Background: an optimization exercise with open tools, aiming at small area, a short achievable clock period and few clock cycles per item. Do not read the settings as production practice.
RTL that was checked went through simulation tests only; none was proved equivalent to the original.
Power figures rest on the tool's default switching activity, not on a simulated workload.

==> flow/design.v (excerpt) <==
module stream_credit_flow_control
(
  input  logic        clk,
  input  logic        rst,
  input  logic        req_valid,
  output logic        req_ready,
  input  logic [2:0]  req_type,
  input  logic [31:0] req_amount,
  output logic        rsp_valid,
  input  logic        rsp_ready,
  output logic [1:0]  rsp_frame_kind,
  output logic [31:0] rsp_frame_length,
  output logic [2:0]  rsp_status,
  output logic        rsp_last,
  output logic [1:0]  rsp_session_state,
  input  logic        cfg_valid,
  output logic        cfg_ready,
  input  logic [1:0]  cfg_index,
  input  logic [31:0] cfg_data
);
Size in the first run: roughly 0.015 mm² of cells after synthesis.
==> flow/config.mk <==
export PLATFORM = sky130hd
export DESIGN_NAME = stream_credit_flow_control
export DESIGN_NICKNAME = stream_credit_flow_control
export VERILOG_FILES = /design/flow/design.v
export SDC_FILE = /design/flow/constraint.sdc
export NUM_CORES = 4
export LEC_CHECK = 0
export CAP_MARGIN = 20
export CORE_MARGIN = 2
export CORE_UTILIZATION = 55
export CTS_CLUSTER_DIAMETER = 150
export CTS_CLUSTER_SIZE = 50
export SETUP_SLACK_MARGIN = 5.0
export SLEW_MARGIN = 20
==> flow/constraint.sdc <==
create_clock -name core_clock -period 9.0 [get_ports {clk}]
set_input_delay 1.8000 -clock core_clock [delete_from_list [all_inputs] [get_ports {clk}]]
set_output_delay 1.8000 -clock core_clock [all_outputs]
set_load 0.01 [all_outputs]
standard.sh (not shown) runs the stock make flow with config.mk's settings and CLKGATE_MAP_FILE= SYNTH_SCRIPT=/design/flow/synth_recipe.tcl, a recipe that flattens the netlist after the stock synthesis.
==> flow/flow/run.sh <==
#!/bin/bash
# The standard layout, with the port buffers made from the smallest buffer cell.
set -euo pipefail
export BUFFER_PORTS_ARGS="-buffer_cell sky130_fd_sc_hd__buf_1"
bash standard.sh > standard.log 2>&1
==> next run, changes <==
--- a/flow/design.v
+++ b/flow/design.v
@@ -73,36 +73,42 @@
   assign req_wu = (req_type == 3'd2);
 endmodule
 module scfc_queue
 (
   input  logic        clk,
   input  logic        rst,
   input  logic        keep,
-  input  logic        keep_t,
   input  logic        big,
   input  logic [2:0]  req_type,
   input  logic        req_w,
   input  logic        req_wu,
   input  logic [31:0] req_amount,
   input  logic        pop,
   input  logic        drn_nx,
+  input  logic        ov_nx,
+  input  logic        rsp_ready,
   output logic        req_ready,
   output logic        q_valid,
   output logic [2:0]  q_type,
   output logic        q_w,
   output logic        q_wu,
   output logic        q_sin,
   output logic        sel_p,
   output logic        sel_c,
   output logic        q_big,
   output logic [31:0] q_amount
 );
-  logic load;
-  assign load      = !q_valid || pop;
-  assign req_ready = load || !keep_t;
+  logic load, q_valid_nx, rr_a, rr_b;
+  assign load       = !q_valid || pop;
+  assign q_valid_nx = !rst && (load ? keep : q_valid);
+  always_ff @(posedge clk) begin
+    rr_a <= !q_valid_nx || (!drn_nx && !ov_nx);
+    rr_b <= !drn_nx;
+  end
+  assign req_ready = rr_a || (rr_b && rsp_ready);
   always_ff @(posedge clk) begin
     if (rst) begin
       q_valid <= 1'b0;
     end else if (load) begin
       q_valid <= keep;
     end
   end
@@ -142,14 +148,15 @@
   input  logic        q_wu,
   input  logic        q_big,
   input  logic [31:0] q_amount,
   input  logic        q_sin,
   input  logic        sel_p,
   input  logic        sel_c,
   output logic        drn_nx,
+  output logic        ov_nx,
   output logic        pop
 );
   logic [15:0] lim;
   logic [30:0] half;
   logic [1:0]  mode, mode_n;
   logic [31:0] credit, credit_n;
   logic [15:0] pend, pend_n;
@@ -165,14 +172,15 @@
   logic        word;
   logic adv;
   logic pnz, cnz;
   assign cfg_ready = 1'b1;
   assign adv       = !ov || rsp_ready;
   assign pop       = q_valid && !drn && adv;
   assign drn_nx    = !rst && (adv ? drn_n : drn);
+  assign ov_nx     = !rst && (adv ? word : ov);
   assign pnz       = |pend;
   assign cnz       = |credit;
   logic [15:0] P;
   logic [31:0] C;
   assign P = pend   | (sel_p ? q_amount[15:0] : 16'd0);
   assign C = credit | (sel_c ? q_amount : 32'd0);
   logic [15:0] X, d_px, d_cp, d_cl, c_hi_dec;
@@ -411,37 +419,38 @@
   output logic        cfg_ready,
   input  logic [1:0]  cfg_index,
   input  logic [31:0] cfg_data
 );
   logic        keep, big, pop;
   logic        q_valid, q_big;
   logic [2:0]  q_type;
-  logic        req_w, req_wu, q_w, q_wu, q_sin, sel_p, sel_c, drn_nx;
+  logic        req_w, req_wu, q_w, q_wu, q_sin, sel_p, sel_c, drn_nx, ov_nx;
   logic [31:0] q_amount;
   scfc_front u_front (
     .req_valid  (req_valid),
     .req_type   (req_type),
     .req_amount (req_amount),
     .keep       (keep),
     .req_w      (req_w),
     .req_wu     (req_wu),
     .big        (big)
   );
   scfc_queue u_queue (
     .clk        (clk),
     .rst        (rst),
     .keep       (keep),
-    .keep_t     (req_type != 3'd7),
     .big        (big),
     .req_type   (req_type),
     .req_w      (req_w),
     .req_wu     (req_wu),
     .req_amount (req_amount),
     .pop        (pop),
     .drn_nx     (drn_nx),
+    .ov_nx      (ov_nx),
+    .rsp_ready  (rsp_ready),
     .req_ready  (req_ready),
     .q_valid    (q_valid),
     .q_type     (q_type),
     .q_w        (q_w),
     .q_wu       (q_wu),
     .q_sin      (q_sin),
     .sel_p      (sel_p),
@@ -467,12 +476,13 @@
     .q_type            (q_type),
     .q_w               (q_w),
     .q_wu              (q_wu),
     .q_sin             (q_sin),
     .sel_p             (sel_p),
     .sel_c             (sel_c),
     .drn_nx            (drn_nx),
+    .ov_nx             (ov_nx),
     .q_big             (q_big),
     .q_amount          (q_amount),
     .pop               (pop)
   );
 endmodule
Result: The changed run went through all stages and came out clean; setup slack gets better by 220 ps; first-iteration DRC count decreases by 8.1%; final area went up by 1.1%; wire length shrinks by 3.4%; power came out higher by 4.2%; clock-buffer cell count drops by 2; cell count came out higher by 1.8%; utilization rises by 0.48 points; synthesized cell count is higher by 2.6%; hold slack is about the same; synthesized area climbs by 0.40%; clock power came out higher by about 2%; via count hardly moves.
Testbench counts after the change, summed over its fixed seeds: cycles 7,795, items 3,200.
Function not checked in the first run of this note: the RTL went through the layout flow alone.

[what the ideal ports hide]
The results above use ideal ports. As a check the final layouts listed here were re-extracted and re-timed, cells and wires unchanged. Step 1 sets driving cells, clkbuf_16 on the clock port and buf_2 on the other inputs (assumed; they add their load-dependent delay and slew). Step 2, shift: input delay + t, output delay - t, t = (earliest + latest rising clock arrival at the registers) / 2. This alone moves slack from input paths to output paths. a / b / c = no drivers / after step 1 / after step 2; a / b = the first two.
run | shift t [ns] | setup slack, ns | worst hold slack (ns)
the first run | 0.493 | 4.833 / 4.799 / 4.579 | 0.460 / 0.460 / 0.460
the second run | 0.495 | 5.056 / 5.035 / 4.984 | 0.458 / 0.458 / 0.458
After both steps every run listed still meets setup and hold. The setup slack of the first run, which loses most, moves by -0.034 ns with the drivers and by -0.254 ns with both steps.
